What follows belongs to an exercise in optimizing a design on an open flow for small area, a short achievable clock period and few clock cycles per item; a production flow would make more cautious choices.
The RTL was checked by simulation tests, not by an equivalence proof against the original design.
Power and IR drop assume default switching activity.

==> design.v <==
module aes_key_sched_iter #(
  parameter logic [2:0] MODES_EN = 3'b111,
  parameter int         IDX_W    = 6
) (
  input  logic             clk,
  input  logic             rst_n,
  input  logic             start,
  input  logic [1:0]       mode,
  input  logic [255:0]     key_in,
  output logic             busy,
  output logic             word_valid,
  input  logic             word_ready,
  output logic [31:0]      word_out,
  output logic [IDX_W-1:0] word_idx,
  output logic             done,
  output logic             err
);
  function automatic logic [7:0] vmap(input logic [7:0] u);
    vmap[7] = ^(u & 8'b10000100);
    vmap[6] = ^(u & 8'b00100010);
    vmap[5] = ^(u & 8'b00000001);
    vmap[4] = ^(u & 8'b01100000);
    vmap[3] = ^(u & 8'b01000100);
    vmap[2] = ^(u & 8'b00001010);
    vmap[1] = ^(u & 8'b00100001);
    vmap[0] = ^(u & 8'b10010000);
  endfunction
  function automatic logic [3:0] sbox_mid(input logic [7:0] v);
    logic V0, V1, V2, V3, V4, V5, V6, V7, U7;
    logic T1, T2, T3, T4, T6, T8, T9, T10, T13, T14, T15, T16;
    logic T17, T19, T20, T22, T23, T24, T25, T26, T27;
    logic M1, M2, M3, M4, M5, M6, M7, M8, M9, M10, M11, M12, M13, M14, M15, M16;
    logic M17, M18, M19, M20, M21, M22, M23, M24, M25, M26, M27, M28, M29, M30;
    logic M31, M32, M33, M34, M35, M36, M37, M38, M39, M40;
    {V0, V1, V2, V3, V4, V5, V6, V7} = v;
    T1 = V7;
    T2 = V0;
    T3 = V0 ^ V1 ^ V3 ^ V4;
    T4 = V0 ^ V7;
    T6 = V5 ^ V7;
    T8 = V2 ^ V5 ^ V7;
    T9 = V2 ^ V3;
    T10 = V3 ^ V5 ^ V7;
    T13 = V1 ^ V3 ^ V4 ^ V7;
    T14 = V4 ^ V5 ^ V7;
    T15 = V4 ^ V5;
    T16 = V3 ^ V4 ^ V5;
    T17 = V2 ^ V4 ^ V5;
    T19 = V0 ^ V4 ^ V6 ^ V7;
    T20 = V0 ^ V4 ^ V6;
    T22 = V1 ^ V3 ^ V6;
    T23 = V0 ^ V1 ^ V3 ^ V6;
    T24 = V0 ^ V3 ^ V5 ^ V7;
    T25 = V0 ^ V2 ^ V5 ^ V6;
    T26 = V0 ^ V1 ^ V5;
    T27 = V3 ^ V4 ^ V7;
    U7 = V2;
    M1 = T13 & T6;  M2 = T23 & T8;  M3 = T14 ^ M1;  M4 = T19 & U7;
    M5 = M4 ^ M1;   M6 = T3 & T16;  M7 = T22 & T9;  M8 = T26 ^ M6;
    M9 = T20 & T17; M10 = M9 ^ M6;  M11 = T1 & T15; M12 = T4 & T27;
    M13 = M12 ^ M11; M14 = T2 & T10; M15 = M14 ^ M11; M16 = M3 ^ M2;
    M17 = M5 ^ T24; M18 = M8 ^ M7;  M19 = M10 ^ M15; M20 = M16 ^ M13;
    M21 = M17 ^ M15; M22 = M18 ^ M13; M23 = M19 ^ T25;
    M24 = M22 ^ M23;
    M25 = M22 & M20; M26 = M21 ^ M25; M27 = M20 ^ M21; M28 = M23 ^ M25;
    M29 = M28 & M27; M30 = M26 & M24; M31 = M20 & M23; M32 = M27 & M31;
    M33 = M27 ^ M25; M34 = M21 & M22; M35 = M24 & M34; M36 = M24 ^ M25;
    M37 = M21 ^ M29; M38 = M32 ^ M33; M39 = M23 ^ M30; M40 = M35 ^ M36;
    sbox_mid = {M37, M38, M39, M40};
  endfunction
  function automatic logic [7:0] sbox_out(input logic [7:0] v, input logic [3:0] m);
    logic V0, V1, V2, V3, V4, V5, V6, V7, U7;
    logic T1, T2, T3, T4, T6, T8, T9, T10, T13, T15, T16;
    logic T17, T19, T20, T22, T23, T27;
    logic M37, M38, M39, M40, M41, M42, M43, M44;
    logic M45, M46, M47, M48, M49, M50, M51, M52, M53, M54, M55, M56, M57, M58;
    logic M59, M60, M61, M62, M63;
    logic L0, L1, L2, L3, L4, L5, L6, L7, L8, L9, L10, L11, L12, L13, L14, L15;
    logic L16, L17, L18, L19, L20, L21, L22, L23, L24, L25, L26, L27, L28, L29;
    {V0, V1, V2, V3, V4, V5, V6, V7} = v;
    T1 = V7;
    T2 = V0;
    T3 = V0 ^ V1 ^ V3 ^ V4;
    T4 = V0 ^ V7;
    T6 = V5 ^ V7;
    T8 = V2 ^ V5 ^ V7;
    T9 = V2 ^ V3;
    T10 = V3 ^ V5 ^ V7;
    T13 = V1 ^ V3 ^ V4 ^ V7;
    T15 = V4 ^ V5;
    T16 = V3 ^ V4 ^ V5;
    T17 = V2 ^ V4 ^ V5;
    T19 = V0 ^ V4 ^ V6 ^ V7;
    T20 = V0 ^ V4 ^ V6;
    T22 = V1 ^ V3 ^ V6;
    T23 = V0 ^ V1 ^ V3 ^ V6;
    T27 = V3 ^ V4 ^ V7;
    U7 = V2;
    {M37, M38, M39, M40} = m;
    M41 = M38 ^ M40; M42 = M37 ^ M39; M43 = M37 ^ M38; M44 = M39 ^ M40;
    M45 = M42 ^ M41;
    M46 = M44 & T6;  M47 = M40 & T8;  M48 = M39 & U7;  M49 = M43 & T16;
    M50 = M38 & T9;  M51 = M37 & T17; M52 = M42 & T15; M53 = M45 & T27;
    M54 = M41 & T10; M55 = M44 & T13; M56 = M40 & T23; M57 = M39 & T19;
    M58 = M43 & T3;  M59 = M38 & T22; M60 = M37 & T20; M61 = M42 & T1;
    M62 = M45 & T4;  M63 = M41 & T2;
    L0 = M61 ^ M62;  L1 = M50 ^ M56;  L2 = M46 ^ M48;  L3 = M47 ^ M55;
    L4 = M54 ^ M58;  L5 = M49 ^ M61;  L6 = M62 ^ L5;   L7 = M46 ^ L3;
    L8 = M51 ^ M59;  L9 = M52 ^ M53;  L10 = M53 ^ L4;  L11 = M60 ^ L2;
    L12 = M48 ^ M51; L13 = M50 ^ L0;  L14 = M52 ^ M61; L15 = M55 ^ L1;
    L16 = M56 ^ L0;  L17 = M57 ^ L1;  L18 = M58 ^ L8;  L19 = M63 ^ L4;
    L20 = L0 ^ L1;   L21 = L1 ^ L7;   L22 = L3 ^ L12;  L23 = L18 ^ L2;
    L24 = L15 ^ L9;  L25 = L6 ^ L10;  L26 = L7 ^ L9;   L27 = L8 ^ L10;
    L28 = L11 ^ L14; L29 = L11 ^ L17;
    sbox_out = {L6 ^ L24, ~(L16 ^ L26), ~(L19 ^ L28), L6 ^ L21,
               L20 ^ L22, L25 ^ L29, ~(L13 ^ L27), ~(L6 ^ L23)};
  endfunction
  function automatic logic [7:0] decode(input logic [IDX_W-1:0] i, input logic [2:0] q,
                                        input logic [1:0] md);
    logic kp, d4, d3, d2, d1, rot, nrot, last;
    kp = 1'b0; d4 = 1'b0; d3 = 1'b0; d2 = 1'b0; d1 = 1'b0;
    rot = 1'b0; nrot = 1'b0; last = 1'b0;
    case (md)
      2'd0: begin
        kp   = (i < IDX_W'(3));
        d4   = (q == 3'd3); d3 = (q == 3'd0); d2 = (q == 3'd1); d1 = (q == 3'd2);
        rot  = (q == 3'd3);
        last = (i == IDX_W'(43));
      end
      2'd1: begin
        kp   = (i < IDX_W'(5));
        d4   = (q == 3'd1); d3 = (q == 3'd2); d2 = (q == 3'd3); d1 = (q == 3'd4);
        rot  = (q == 3'd5);
        last = (i == IDX_W'(51));
      end
      default: begin
        kp   = (i < IDX_W'(7));
        d4   = (q[1:0] == 2'd3); d3 = (q[1:0] == 2'd0);
        d2   = (q[1:0] == 2'd1); d1 = (q[1:0] == 2'd2);
        rot  = (q == 3'd7);
        nrot = (q == 3'd3) && (i > IDX_W'(7));
        last = (i == IDX_W'(59));
      end
    endcase
    decode = {kp, d4, d3, d2, d1, rot, nrot, last};
  endfunction
  logic             busy_q, idle_q, done_q, err_q;   
  logic [IDX_W-1:0] idx_q, idx_n;
  logic [2:0]       q_q, q_n;       
  logic [1:0]       md_q, md_n;     
  logic [2:0]       nk_q;           
  logic [7:0]       c_q;            
  logic             c_kp, c_d4, c_d3, c_d2, c_d1, c_rot, c_nrot, c_last;
  logic [7:0]       rcon_q;
  logic [7:0]       xa_q, ya_q;     
  logic [7:0]       xb_q, yb_q;     
  logic [3:0]       xm_q, ym_q;     
  logic [7:0]       sb0_q, sb1_q, sb2_q, sb3_q;   
  logic [31:0]      s_q [8];
  logic             mode_ok, take, ld, adv, hold, busy_n;
  logic [7:0]       c_ld, c_adv;
  logic [31:0]      sh [8];         
  logic [31:0]      temp, new_word, e4, e3;
  logic [7:0]       xin, yin, xout, yout;
  always_comb begin
    case (mode)
      2'd0:    mode_ok = MODES_EN[0];
      2'd1:    mode_ok = MODES_EN[1];
      2'd2:    mode_ok = MODES_EN[2];
      default: mode_ok = 1'b0;
    endcase
  end
  assign {c_kp, c_d4, c_d3, c_d2, c_d1, c_rot, c_nrot, c_last} = c_q;
  assign take  = start && idle_q && mode_ok;
  assign ld    = idle_q;
  assign adv   = !idle_q && word_ready;
  assign hold  = !idle_q && !word_ready;
  always_comb begin
    idx_n = idx_q;
    q_n   = q_q;
    md_n  = md_q;
    if (ld) begin
      idx_n = '0;
      q_n   = 3'd0;
      md_n  = mode;
    end else if (adv) begin
      idx_n = idx_q + 1'b1;
      q_n   = c_rot ? 3'd0 : q_q + 3'd1;
    end
    c_ld  = decode('0, 3'd0, mode);
    c_adv = decode(idx_q + 1'b1, c_rot ? 3'd0 : q_q + 3'd1, md_q);
    busy_n = take || (!idle_q && !(adv && c_last));
  end
  always_comb begin
    temp = ({32{c_rot}}  & {sb1_q ^ rcon_q, sb2_q, sb3_q, sb0_q})
         | ({32{c_nrot}} & {sb0_q, sb1_q, sb2_q, sb3_q})
         | ({32{!c_rot && !c_nrot && !c_kp}} & s_q[7]);
    new_word = s_q[0] ^ temp;
    for (int k = 0; k < 7; k++) sh[k] = s_q[k+1];
    if (nk_q[0]) sh[2] = s_q[7];
    if (nk_q[1]) sh[4] = s_q[7];
    sh[7] = new_word;
    e4 = c_kp ? s_q[3] : (new_word ^ s_q[1] ^ s_q[2] ^ (nk_q[0] ? s_q[7] : s_q[3]));
    e3 = c_kp ? s_q[2] : (s_q[7] ^ s_q[0] ^ s_q[1] ^ s_q[2]);
    xin  = c_d4 ? e4[31:24] : e3[23:16];
    yin  = c_d4 ? e4[15:8]  : e3[7:0];
    xout = sbox_out(xb_q, xm_q);
    yout = sbox_out(yb_q, ym_q);
  end
  always_ff @(posedge clk) begin
    if (!rst_n) begin
      busy_q <= 1'b0;
      idle_q <= 1'b1;
      done_q <= 1'b0;
      err_q  <= 1'b0;
    end else begin
      done_q <= adv && c_last;
      err_q  <= start && idle_q && !mode_ok;
      busy_q <= busy_n;
      idle_q <= !busy_n;
    end
  end
  always_ff @(posedge clk) begin
    idx_q <= idx_n;
    q_q   <= q_n;
    md_q  <= md_n;
    nk_q  <= {md_n == 2'd2, md_n == 2'd1, md_n == 2'd0};
    if (ld)       c_q <= c_ld;
    else if (adv) c_q <= c_adv;
    for (int k = 0; k < 7; k++)
      s_q[k] <= ({32{ld}} & key_in[223 - 32*k -: 32]) | ({32{adv}} & sh[k])
              | ({32{hold}} & s_q[k]);
    s_q[7] <= ({32{ld}} & key_in[255:224]) | ({32{adv}} & sh[7]) | ({32{hold}} & s_q[7]);
    if (ld) begin
      rcon_q <= 8'h01;
    end else if (adv && c_rot) begin
      rcon_q <= {rcon_q[6:0], 1'b0} ^ (rcon_q[7] ? 8'h1b : 8'h00);
    end
    if (ld) begin
      xa_q <= vmap(key_in[159:152]);
      ya_q <= vmap(key_in[143:136]);
    end else if (adv) begin
      if (c_d4 || c_d3) begin xa_q <= vmap(xin); ya_q <= vmap(yin); end
      if (c_d3 || c_d2) begin
        xb_q <= xa_q; xm_q <= sbox_mid(xa_q);
        yb_q <= ya_q; ym_q <= sbox_mid(ya_q);
      end
      if (c_d2) begin sb0_q <= xout; sb2_q <= yout; end
      if (c_d1) begin sb1_q <= xout; sb3_q <= yout; end
    end
  end
  assign busy       = busy_q;
  assign word_valid = busy_q;
  assign done       = done_q;
  assign err        = err_q;
  assign word_out   = s_q[7];
  assign word_idx   = idx_q;
endmodule
==> flow/run.sh <==
#!/bin/bash
# Standard layout with two changes:
#  - the combinational logic is mapped with an area-oriented ABC script
#    (flow/abc_map.script) instead of ORFS's speed script; the resizer's
#    timing repair later sizes what needs it. Registers are mapped by the
#    standard dfflibmap step before ABC runs, so they are unchanged.
#  - the port buffers that global placement inserts are
#    sky130_fd_sc_hd__buf_1; later repair steps may still resize them.
set -euo pipefail
cd "$(dirname "$0")/.."
rm -rf scripts_copy
cp -r "$FLOW_HOME/scripts" scripts_copy
cp flow/abc_map.script scripts_copy/abc_speed.script
export SCRIPTS_DIR="$PWD/scripts_copy"
export BUFFER_PORTS_ARGS="-buffer_cell sky130_fd_sc_hd__buf_1"
bash standard.sh > standard.log 2>&1
==> flow/abc_map.script <==
strash
&get -n
&st
&dch
&nf
&put
topo
stime -c
==> standard.sh <==
#!/bin/bash
# synth_recipe.tcl (not shown) runs the flow's synth.tcl, then flattens the netlist and writes it again
# the make line also repeats each setting of config.mk as NAME=value (left out here)
make -C /OpenROAD-flow-scripts/flow DESIGN_CONFIG=/design/flow/config.mk WORK_HOME=/design/flow/orfs CLKGATE_MAP_FILE= SYNTH_SCRIPT=/design/flow/synth_recipe.tcl "${@:-finish}"
==> config.mk <==
export PLATFORM = sky130hd
export DESIGN_NAME = aes_key_sched_iter
export DESIGN_NICKNAME = aes_key_sched_iter
export VERILOG_FILES = /design/flow/design.v
export SDC_FILE = /design/flow/constraint.sdc
export NUM_CORES = 4
export LEC_CHECK = 0
export CAP_MARGIN = 20
export CORE_MARGIN = 2
export CORE_UTILIZATION = 55
export CTS_CLUSTER_DIAMETER = 100
export CTS_CLUSTER_SIZE = 28
export SETUP_SLACK_MARGIN = 3.45
export SLEW_MARGIN = 20
export TNS_END_PERCENT = 10
==> constraint.sdc <==
create_clock -name core_clock -period 6.0 [get_ports {clk}]
set_input_delay 1.2000 -clock core_clock [delete_from_list [all_inputs] [get_ports {clk}]]
set_output_delay 1.2000 -clock core_clock [all_outputs]
set_load 0.01 [all_outputs]
==> results.txt, run 1 <==
status=no timing/DRC/antenna violations; synth-to-layout area growth=15.8%; Slew Limit Headroom=26.4%; Chip Height=~180 um; CP endpoint kind=flop; post-synth top area share=approximately a third; syn avg cell area=10.3 um^2; unrepaired setup endpoints after global routing=true; WP data required=between 6000 and 7000 ps; clock skew=~12 ps; sequential area share after synthesis=45.8%; startpoint types=flop; Final Hold Fails=0; total number of yosys warnings=3; Hold Crit Class=flop to flop; Setup Viol. Count Final=0; post-synthesis cell area=between 0.015 and 0.02 mm^2; critical path, cell by cell=buf_4 -> buf_4 -> a221oi_1 -> xor2_1 -> xnor2_1 -> mux4_2 -> xor2_1 -> o21ai_0; Wirelength per Cell=around 20 um; Initial DRT Pass Iterations=8; vias in the first global route=approximately 14000; power per cell area=roughly 390 mW/mm^2; reg2reg start=c_q[2]$_SDFFE_PP0P_; Ports=approximately 300; antenna viol nets, final=0; ys flop type=dfxtp_1; Tmin final=2520 ps; final RePlAce weighted congestion=around 0.85; Critical Path Max Stage Delay=approximately 460 ps; HPWL after detailed placement=around 32000 um; die area=around 0.033 mm^2; Initial Utilization=between 50% and 60%; peak supply drop=0.244 mV; worst-path maximum fanout=7; CP max-delay cell=a221oi_1; share of cells above drive strength 1=4.82%; register bit total from synthesis=about 360; Synth area leaders=dfxtp_1, edfxtp_1, xnor2_1; crit path kind=flop to flop; Synth area leader=dfxtp_1; capture point of the worst reg-to-reg path=xa_q[2]$_DFFE_PP_; first-pass GRT wire length=around 75000 um; initial antenna violation count=0; most frequent cells after synthesis=dfxtp_1, nand2_1, xnor2_1; largest net degree at the start of global routing=about 150; worst hold path depth=2; post-synth net total=around 2000; residual DRC count=0; nets@finish=2315; post-synthesis async set-or-reset flop share=0%; Crit path buffers/inverters=2; Synth Instances=roughly 1700; Reg2Reg Depth=8; Clock transition at path regs=approximately 110 ps; highest clock rate=just under 0.4 GHz; Routed WL=about 50000 um; CTS max path bufs=3; hold-critical path endpoint=s_q[3][17]$_DFF_P_; Final WS setup=between 3000 and 4000 ps; Yosys cell types=36; Leak=roughly 7.3 nW; Worst-Skew Late Latency=between 500 and 600 ps; EDFF count, synth=73; via count=14700; CTS Sinks=361; FF-to-FF setup slack=~3500 ps; Die Wd=between 150 and 200 um; H-tree depth=1; number of vias per cell=around 6.0; initial drt markers=~1700; Root Driver=clkbuf_16; Cell Rows=between 60 and 70; WP data arrival=roughly 2800 ps; critical path's top delay family=compound AO/OA/AOI/OAI gates; hold slack=~450 ps; dpl ws=2610 ps; core area=0.0313 mm^2; Overall Global Routing Usage=between 20 and 30%; hold_sp=s_q[4][17]$_DFF_P_; CTS tree=done; total CTS buffers=16; number of max-slew violations in the final report=0; max-cap violation count=0; Period Utilization, post-route=42.0%; fill cell count=2682; port buffer count=303; measured slew at the worst slew-check pin=1100 ps; most common cell in the synthesized netlist=dfxtp_1; grt ovf=0
==> cells by family (layout without fill, tap and decap cells) <==
family / count (synthesis) / count (layout) / share of synthesized area [%]
compound gates: 519 / 519 / 21.6
flops: 361 / 361 / 45.8
xor+xnor: 335 / 335 / 18.4
simple gates: 269 / 270 / 6.49
buf+inv: 119 / 490 / 2.59
mux: 76 / 76 / 4.69
fa+ha+maj: 5 / 5 / 0.360
other cells: 0 / 1 / 0
==> how the worst max path moves through the flow <==
stage	from	to	slack (ps)	cells past startpoint
6_report	c_q[2]$_SDFFE_PP0P_	xa_q[2]$_DFFE_PP_	3480	8
5_1_grt	idle_q$_SDFF_PN1_	s_q[4][18]$_DFF_P_	3360	3
4_1_cts	word_ready	rcon_q[1]$_SDFFE_PP0P_	3350	6
3_5_place_dp	word_ready	s_q[7][0]$_DFF_P_	2610	6
3_3_place_gp	c_q[2]$_SDFFE_PP0P_	xa_q[0]$_DFFE_PP_	2660	8
2_1_floorplan	idle_q$_SDFF_PN1_	xa_q[0]$_DFFE_PP_	-6820	2
==> cell type report <==
cell class | count | area [um^2] | share of cell area, %
repair buffers | 346 | 1570 | 7.81
clock buffers | 25 | 465 | 2.31
inverters | 118 | 443 | 2.20
flip-flops and latches | 361 | 7980 | 39.7
clock inverters | 1 | 17.5 | 0.0871
multi-input cells | 1205 | 9130 | 45.4
diodes | 1 | 2.50 | 0.0124
well taps | 402 | 503 | 2.50
==> worst reg2reg max path: cells and delay by family, from the launching register on <==
| kind | cells | cell delay, ps |
|---|---|---|
| AO/OA/AOI/OAI | 2 | 540 |
| XOR/XNOR | 3 | 520 |
| buffers and inverters | 2 | 370 |
| flip-flops | 1 | 370 |
| multiplexers | 1 | 460 |
==> power breakdown <==
group / internal, W / total [W] / switching (W)
Sequential: 0.00305 / 0.00337 / 0.000325
Clock: 0.000567 / 0.00133 / 0.000762
Combinational: 0.00144 / 0.00305 / 0.00161
Total: 0.00505 / 0.00775 / 0.00270
==> sequential cells by signal, indices dropped and copies added (netlist names), 3 cells and up <==
name and flops:
s_q 256, c_q 8, rcon_q 8, sb0_q 8, sb1_q 8, sb2_q 8
sb3_q 8, xa_q 8, xb_q 8, ya_q 8, yb_q 8, idx_q 6
xm_q 4, ym_q 4, q_q 3
==> stage by stage <==
step           std cells  utilization, %  setup TNS (ps)  total power, W  cell area (um^2)
6_report            2459            64.2               0         0.00775             20100
5_1_grt             2458            64.2               0         0.00822             20100
4_1_cts             2443            63.5               0         0.00769             19900
3_5_place_dp        2402            61.2               0         0.00636             19200
3_3_place_gp        2402            61.2               0         0.00630             19200
2_1_floorplan       1684               -        -1307310         0.00573             17400
==> placed cells by master, fill, tap and decap left out, types with 4 or more instances in the layout <==
cell | Yosys | final
nor2b_1 | 8 | 7
buf_8 | 0 | 6
nor2_1 | 34 | 30
mux2i_1 | 69 | 69
o21a_1 | 4 | 4
a21boi_0 | 4 | 4
edfxtp_1 | 73 | 73
o21ai_0 | 156 | 150
clkbuf_16 | 0 | 18
a21oi_1 | 41 | 41
dfxtp_1 | 288 | 281
and3_1 | 4 | 4
clkinv_1 | 118 | 118
buf_4 | 1 | 30
mux4_2 | 4 | 4
and2_0 | 15 | 12
xor2_1 | 149 | 144
nand2_1 | 181 | 181
xnor3_1 | 16 | 16
clkbuf_1 | 0 | 7
buf_1 | 0 | 303
o22ai_1 | 4 | 4
o21ai_1 | 0 | 4
buf_6 | 0 | 4
xor2_2 | 0 | 5
a22oi_1 | 147 | 147
o211ai_1 | 14 | 14
a221oi_2 | 0 | 6
nor3_1 | 8 | 7
a222oi_1 | 133 | 133
nand3_1 | 7 | 7
nand2b_1 | 7 | 6
xnor2_1 | 167 | 164
ha_1 | 5 | 5
dfxtp_4 | 0 | 4
==> per-layer routing <==
layer  wire length (um)  vias to the layer above  global-route usage, %  part of all wire (%)
met4                933                        0                   5.92                   1.9
met3               3300                       61                   2.89                   6.8
li1                   -                     7055                      -                     -
met1              21200                     7101                   40.1                    44
met2              23100                      529                   46.5                    48
met5                  0                        -                      0                     0
==> repair_timing <==
| action | in CTS | in global routing |
|---|---|---|
| endpoints found under the setup margin | 190 | 181 |
| gates cloned | 0 | 2 |
| setup buffers | 15 | 13 |
| hold buffers | 0 | 0 |
| hold endpoints to repair | 0 | 0 |
| pin swaps | 7 | 9 |
| resized for setup | 19 | 31 |
Testbench counts, summed over its fixed seeds: cycles 27,072, words 26,552.
==> inputs of run 2 (changes only) <==
--- a/config.mk
+++ b/config.mk
@@ -11,5 +11,5 @@
 export CTS_CLUSTER_DIAMETER = 100
 export CTS_CLUSTER_SIZE = 28
-export SETUP_SLACK_MARGIN = 3.45
+export SETUP_SLACK_MARGIN = 3.6
 export SLEW_MARGIN = 20
 export TNS_END_PERCENT = 10
==> run 2 against run 1 <==
  * Via count grew 0.15%
  * Synthesized cell count is the same
  * Non-clock buffer count grew 13
  * Combinational power grew 7.2%
  * Wire length grew 1.0%
  * Total power grew 2.9%
  * Global-route usage grew 0.30 points
  * Core utilization grew 1.1 points
  * Sequential share of layout area shrank 0.65 points
  * Critical path type unchanged
  * Highest routed layer unchanged
==> results.txt, run 2 <==
CTS Sinks=361 (unchanged); ys flop type=dfxtp_1 (unchanged); max FFs per register=256 (unchanged); most common cell in the synthesized netlist=dfxtp_1 (unchanged); combinational share of power=41.0% (was 39.3%); clock skew=11.4 ps (was 11.6 ps); Synth area leader=dfxtp_1 (unchanged); status=no timing/DRC/antenna violations (unchanged); worst-path maximum fanout=5 (was 7); Placed Area=0.0192 mm^2 (unchanged); post-synthesis cell area=0.0174 mm^2 (unchanged); Hold Crit Class=flop to flop (unchanged); grt ovf=0 (unchanged); register bit total from synthesis=361 (unchanged); fill cell count=2632 (was 2682); most frequent cells in the layout=buf_1, dfxtp_1, nand2_1 (unchanged); Setup Viol. Count Final=0 (unchanged); Initial Utilization=55.4% (unchanged); Flop pwr share=42.3% (was 43.5%); post-synth top area share=33.2% (unchanged); WP data arrival=2780 ps (was 2790 ps); Chip Height=182 um (unchanged); first-pass GRT wire length=75500 um (was 74900 um); initial drt markers=1659 (was 1718); HPWL after detailed placement=32300 um (unchanged); total number of yosys warnings=3 (unchanged); Synth area leaders=dfxtp_1, edfxtp_1, xnor2_1 (unchanged); Final Hold Fails=0 (unchanged); final RePlAce weighted congestion=0.854 (unchanged); Leak=7.44 nW (was 7.31 nW); number of vias per cell=5.97 (was 6.00); die area=0.0330 mm^2 (unchanged); Root Driver=clkbuf_16 (unchanged); core area=0.0313 mm^2 (unchanged); Tmin final=2490 ps (was 2520 ps); EDFF count, synth=73 (unchanged); fin cells=2473 (was 2459); most frequent cells after synthesis=dfxtp_1, nand2_1, xnor2_1 (unchanged); Slew Limit Headroom=24.7% (was 26.4%); Clock transition at path regs=110 ps (about the same); residual DRC count=0 (unchanged); post-synth net total=1951 (unchanged); critical path, cell by cell=xor2_2 -> mux2i_2 -> xnor2_2 -> xnor3_2 -> xnor2_4 -> a21oi_1 -> xnor2_1 (was buf_4 -> buf_4 -> a221oi_1 -> xor2_1 -> xnor2_1 -> mux4_2 -> xor2_1 -> o21ai_0); nets@finish=2329 (was 2315); Placed Cells=2402 (unchanged); total CTS buffers=16 (unchanged); Sw Ratio=35.0% (was 34.8%); post-synthesis async set-or-reset flop share=0% (unchanged); vias in the first global route=13800 (was 13700); initial antenna violation count=0 (unchanged); Clk pwr share=16.7% (was 17.2%); Die Wd=182 um (unchanged); CTS tree=done (unchanged); H-tree depth=1 (unchanged); power per cell area=390 mW/mm^2 (was 385 mW/mm^2); largest net degree at the start of global routing=149 (unchanged); largest reg by FF count=s_q (unchanged); Crit path buffers/inverters=0 (was 2); port buffer count=303 (unchanged); Period Utilization, post-route=41.5% (was 42.0%); Overall Global Routing Usage=28.4% (was 28.1%); Wirelength per Cell=19.9 um (was 19.8 um); syn avg cell area=10.3 um^2 (unchanged); startpoint types=flop (unchanged); most common cell after layout, fill and taps aside=buf_1 (unchanged); measured slew at the worst slew-check pin=1130 ps (was 1100 ps); CP max-delay cell=edfxtp_1 (was a221oi_1); number of max-slew violations in the final report=0 (unchanged); max-cap violation count=0 (unchanged); Synth Instances=1684 (unchanged); CTS Hold Buffers Added=0 (unchanged); Initial DRT Pass Iterations=9 (was 8); Yosys cell types=36 (unchanged); crit path kind=flop to flop (unchanged); cell area after layout=0.0204 mm^2 (was 0.0201 mm^2); Cell Rows=65 (unchanged); Worst-Skew Late Latency=520 ps (about the same); Routed WL=49100 um (was 48600 um); Pint=0.00518 W (was 0.00505 W); Psw=0.00279 W (was 0.00270 W); peak supply drop=0.244 mV (about the same); synth-to-layout area growth=17.7% (was 15.8%); CTS max path bufs=3 (unchanged); unrepaired setup endpoints after global routing=true (unchanged); antenna viol nets, final=0 (unchanged); highest clock rate=0.401 GHz (was 0.397 GHz); Ports=304 (unchanged); sequential area share after synthesis=45.8% (unchanged); CP endpoint kind=flop (unchanged); Critical Path Max Stage Delay=570 ps (was 460 ps); critical path's top delay family=XOR/XNOR gates (was compound AO/OA/AOI/OAI gates); share of cells above drive strength 1=6.62% (was 4.82%); via count=14800 (was 14700); WP data required=6290 ps (was 6270 ps)
[run 2: cells by family (layout without fill, tap and decap cells)]
logic type	Yosys count	in the layout	share of synthesized area (%)
and+or+nand+nor	269	271	6.49
DFF	361	361	45.8
other	0	1	0
buffers and inverters	119	503	2.59
adders and majority gates	5	5	0.360
xor gates and xnor gates	335	335	18.4
muxes	76	76	4.69
AOI/OAI and AO/OA	519	519	21.6
[run 2: power groups by stage]
| stage | Clock [W] | Combinational (W) | Sequential, W |
|---|---|---|---|
| 4_1_cts | 0.00137 | 0.00297 | 0.00337 |
| 3_5_place_dp | 0 | 0.00293 | 0.00343 |
| 5_1_grt | 0.00144 | 0.00360 | 0.00341 |
| 3_3_place_gp | 0 | 0.00288 | 0.00342 |
| 2_1_floorplan | 0 | 0.00236 | 0.00337 |
| 6_report | 0.00133 | 0.00327 | 0.00337 |
[run 2: path summary, 6_finish.rpt]
check | slack (ps) | depth (start not counted) | endpoint | start
worst max-delay path | 3510 | 7 | xm_q[2]$_DFFE_PP_ | xa_q[4]$_DFFE_PP_
worst min-delay path | 440 | 2 | s_q[3][17]$_DFF_P_ | s_q[4][17]$_DFF_P_
worst max register to register | 3510 | 7 | xm_q[2]$_DFFE_PP_ | xa_q[4]$_DFFE_PP_
worst min register to register | 440 | 2 | s_q[3][17]$_DFF_P_ | s_q[4][17]$_DFF_P_
[run 2: layout make-up]
class / count / area, um^2 / area share (%)
clock buffer: 25 / 465 / 2.28
inverter: 118 / 443 / 2.17
timing repair buffer: 359 / 1690 / 8.29
tap: 402 / 503 / 2.46
multi-input combinational: 1206 / 9340 / 45.7
sequential: 361 / 7980 / 39.0
antenna: 1 / 2.50 / 0.0122
clock inverter: 1 / 17.5 / 0.0857
[run 2: worst min-delay path, stage by stage (launching register included)]
cell	delay, ps
dfxtp_1	320
nand2_1	50
nand2_1	40
[run 2: repair_timing]
action / in CTS / in global routing
gates resized for setup: 34 / 51
endpoints found under the setup margin: 241 / 328
buffers inserted: 21 / 20
cloned: 1 / 2
pin swaps: 10 / 20
[run 2: metal layers]
metal	part of all wire, %	global-route usage [%]	up-vias
met3	6.4	3.19	57
met2	48	47.1	485
li1	-	-	7056
met5	0	0	-
met4	1.9	6.02	0
met1	44	40.2	7170
[run 2: through the flow]
stage | setup WS (ps) | power [W] | utilization, % | TNS, ps | hold WS [ps]
6_report | 3510 | 0.00797 | 65.3 | 0 | 445
5_1_grt | 3370 | 0.00845 | 65.3 | 0 | 464
4_1_cts | 3350 | 0.00771 | 63.9 | 0 | 448
3_5_place_dp | 2610 | 0.00636 | 61.2 | 0 | 433
3_3_place_gp | 2660 | 0.00630 | 61.2 | 0 | 423
2_1_floorplan | -6820 | 0.00573 | - | -1307310 | 415
==> inputs of run 3 (changes only) <==
--- a/design.v
+++ b/design.v
@@ -201,5 +201,5 @@
     if (nk_q[1]) sh[4] = s_q[7];
     sh[7] = new_word;
-    e4 = c_kp ? s_q[3] : (new_word ^ s_q[1] ^ s_q[2] ^ (nk_q[0] ? s_q[7] : s_q[3]));
+    e4 = c_kp ? s_q[3] : (temp ^ (s_q[0] ^ s_q[1] ^ s_q[2] ^ (nk_q[0] ? s_q[7] : s_q[3])));
     e3 = c_kp ? s_q[2] : (s_q[7] ^ s_q[0] ^ s_q[1] ^ s_q[2]);
     xin  = c_d4 ? e4[31:24] : e3[23:16];
--- a/config.mk
+++ b/config.mk
@@ -10,6 +10,5 @@
 export CORE_UTILIZATION = 55
 export CTS_CLUSTER_DIAMETER = 100
-export CTS_CLUSTER_SIZE = 28
-export SETUP_SLACK_MARGIN = 3.6
+export CTS_CLUSTER_SIZE = 24
+export SETUP_SLACK_MARGIN = 3.45
 export SLEW_MARGIN = 20
-export TNS_END_PERCENT = 10
==> run 3 against run 2 <==
  * Synthesized cell count down 0.59%
  * Global-route usage shrank 0.38 points
  * Critical path depth grew 1
  * Non-clock buffer count did not move
  * Final area about the same
  * Critical endpoint is now xm_q[1]$_DFFE_PP_
  * Wire length rose by 0.33%
  * Clock skew rose by 8.9 ps
  * Count of clock-buffer cells in the layout rose by 5
  * Area after synthesis up 0.43%
==> results.txt, run 3 <==
number of max-slew violations in the final report=0 (unchanged); vias in the first global route=13600 (was 13800); Slew Limit Headroom=38.9% (was 24.7%); largest reg by FF count=s_q (unchanged); synth-to-layout area growth=17.3% (was 17.7%); most frequent cells after synthesis=dfxtp_1, xnor2_1, nand2_1 (was dfxtp_1, nand2_1, xnor2_1); max-cap violation count=0 (unchanged); ys flop type=dfxtp_1 (unchanged); post-synth top area share=33.1% (was 33.2%); CP endpoint kind=flop (unchanged); post-synth net total=1941 (was 1951); fin cells=2466 (was 2473); Initial Utilization=55.5% (was 55.4%); Flop pwr share=41.2% (was 42.3%); Period Utilization, post-route=41.8% (was 41.5%); hold_sp=s_q[6][13]$_DFF_P_ (was s_q[4][17]$_DFF_P_); sequential area share after synthesis=45.6% (was 45.8%); Cell Rows=65 (unchanged); Routed WL=49300 um (was 49100 um); Clk pwr share=17.4% (was 16.7%); Psw=0.00286 W (was 0.00279 W); CTS max path bufs=3 (unchanged); Synth Instances=1674 (was 1684); HPWL after detailed placement=30900 um (was 32300 um); combinational share of power=41.4% (was 41.0%); antenna diode count=0 (was 1); WP data required=6360 ps (was 6290 ps); final RePlAce weighted congestion=0.884 (was 0.854); number of vias per cell=5.97 (about the same); peak supply drop=0.287 mV (was 0.244 mV); reg2reg start=xa_q[4]$_DFFE_PP_ (unchanged); CTS tree=done (unchanged); initial antenna violation count=1 (was 0); via count=14700 (was 14800); Hold Crit Class=flop to flop (unchanged); grt ovf=0 (unchanged); H-tree depth=1 (unchanged); Overall Global Routing Usage=28.0% (was 28.4%); initial drt markers=1600 (was 1659); nets@finish=2321 (was 2329); Leak=7.40 nW (was 7.44 nW); measured slew at the worst slew-check pin=916 ps (was 1130 ps); Final Hold Fails=0 (unchanged); power per cell area=399 mW/mm^2 (was 390 mW/mm^2); port buffer count=303 (unchanged); most common cell after layout, fill and taps aside=buf_1 (unchanged); status=no timing/DRC/antenna violations (unchanged); Ports=304 (unchanged); Worst Setup SP=xa_q[4]$_DFFE_PP_ (unchanged); die area=0.0331 mm^2 (was 0.0330 mm^2); Sw Ratio=35.0% (about the same); Placed Cells=2390 (was 2402); CTS Sinks=361 (unchanged); Pint=0.00531 W (was 0.00518 W); Synth area leader=dfxtp_1 (unchanged); WP data arrival=2870 ps (was 2780 ps); Worst-Skew Late Latency=540 ps (was 520 ps); startpoint types=flop (unchanged); share of cells above drive strength 1=6.40% (was 6.62%); max FFs per register=256 (unchanged); worst-path maximum fanout=5 (unchanged); first-pass GRT wire length=74900 um (was 75500 um); unrepaired setup endpoints after global routing=true (unchanged); Setup Viol. Count Final=0 (unchanged); Initial DRT Pass Iterations=10 (was 9); Synth area leaders=dfxtp_1, edfxtp_1, xnor2_1 (unchanged); Wirelength per Cell=20.0 um (was 19.9 um); most frequent cells in the layout=buf_1, dfxtp_1, xnor2_1 (was buf_1, dfxtp_1, nand2_1); Final Core Density=65.2% (was 65.3%); clock skew=20.3 ps (was 11.4 ps); Yosys cell types=36 (unchanged); Final WS setup=3490 ps (was 3510 ps); Chip Height=182 um (about the same); post-synthesis async set-or-reset flop share=0% (unchanged); EDFF count, synth=73 (unchanged); largest net degree at the start of global routing=186 (was 149); Clock transition at path regs=110 ps (about the same); antenna viol nets, final=0 (unchanged); setup TNS=0 ps (unchanged); crit path kind=flop to flop (unchanged); Die Wd=182 um (about the same); Root Driver=clkbuf_16 (unchanged); total CTS buffers=19 (was 16); total number of yosys warnings=3 (unchanged); highest clock rate=0.398 GHz (was 0.401 GHz); core area=0.0314 mm^2 (was 0.0313 mm^2); most common cell in the synthesized netlist=dfxtp_1 (unchanged); dpl ws=2570 ps (was 2610 ps); post-synthesis cell area=0.0174 mm^2 (about the same); residual DRC count=0 (unchanged); syn avg cell area=10.4 um^2 (was 10.3 um^2); CTS Hold Buffers Added=0 (unchanged); register bit total from synthesis=361 (unchanged); Tmin final=2510 ps (was 2490 ps)
-- run 3: final timing paths --
path	end	slack, ps	cells past startpoint
max reg2reg	xm_q[1]$_DFFE_PP_	3490	8
min	s_q[5][13]$_DFF_P_	450	2
min reg2reg	s_q[5][13]$_DFF_P_	450	2
max	xm_q[1]$_DFFE_PP_	3490	8
-- run 3: kinds of logic after synthesis --
kind of cell	synth area share (%)
AO/OA/AOI/OAI	21.0
flip-flops	45.6
XOR/XNOR	19.1
AND/OR/NAND/NOR	6.24
buffers and inverters	2.54
multiplexers	5.12
adder cells (fa/ha/maj)	0.359
-- run 3: per-layer routing --
metal / global-route usage (%) / wire length, um
met1: 38.7 / 21600
met2: 45.7 / 22900
met3: 5.48 / 4130
met4: 5.84 / 596
met5: 0.296 / 0
-- run 3: critical path, stage by stage, from the launching register on --
cell and delay, ps:
edfxtp_1 490, buf_4 200, xnor3_1 370, nor2b_1 160, xnor2_1 210, xor2_1 260, xnor2_2 180, xor2_1 220
mux2i_1 240
-- run 3: timing repair --
action,CTS,global route
setup buffers,23,20
gates cloned,0,2
gates resized for setup,19,28
endpoints found under the setup margin,264,186
pin swaps,4,11
-- run 3: layout make-up --
cell class,count,area [um^2]
Inverter,116,435
Sequential cell,361,7980
Timing Repair Buffer,359,1720
Fill cell,2689,10900
Clock buffer,30,517
Tap cell,402,503
Clock inverter,1,30.0
Multi-Input combinational cell,1197,9280
-- run 3: stage by stage --
stage	power, W	cell area [um^2]	hold slack, ps
3_5_place_dp	0.00649	19300	432
5_1_grt	0.00865	20500	467
3_3_place_gp	0.00641	19300	427
2_1_floorplan	0.00585	17500	420
4_1_cts	0.00797	20200	449
6_report	0.00817	20500	451
-- run 3: power by group through the flow --
stage	Sequential, W	Combinational, W	Clock (W)
final	0.00336	0.00339	0.00142
after floorplan	0.00338	0.00247	0
after detailed placement	0.00344	0.00306	0
after CTS	0.00336	0.00316	0.00145
after global placement	0.00343	0.00298	0
after global routing	0.00340	0.00372	0.00153
Testbench counts of run 3, summed over its fixed seeds: cycles 27,072, words 26,552.

==> what the ideal ports hide <==
How much do the figures lean on ideal ports? The routed layouts below were timed once more, with nothing changed but the port constraints.
Step 1 assumes that a clkbuf_16 drives the clock port and a buf_2 every other input.
Step 2 moves the port delays by t, midway between the first and last clock arrival at a register: inputs arrive t later, outputs are due t later. That takes back most of the time a late clock gives input paths.
Three values: ideal, step 1, step 2; two values: the first two.
run | t, ns | setup slack, ns | worst register clock-pin slew, ns | worst data-port slew with drivers (ns) | pins driven straight from the clock port
run 1 | 0.570 | 3.479 / 3.468 / 3.007 | 0.11 / 0.11 | 0.11 | 1
run 2 | 0.570 | 3.508 / 3.463 / 3.193 | 0.11 / 0.11 | 0.11 | 1
run 3 | 0.567 | 3.489 / 3.469 / 3.014 | 0.11 / 0.11 | 0.07 | 1
After both steps every run listed still meets setup and hold. For run 3, which loses most, drivers alone change the setup slack by -0.020 ns; drivers and shift together by -0.475 ns.
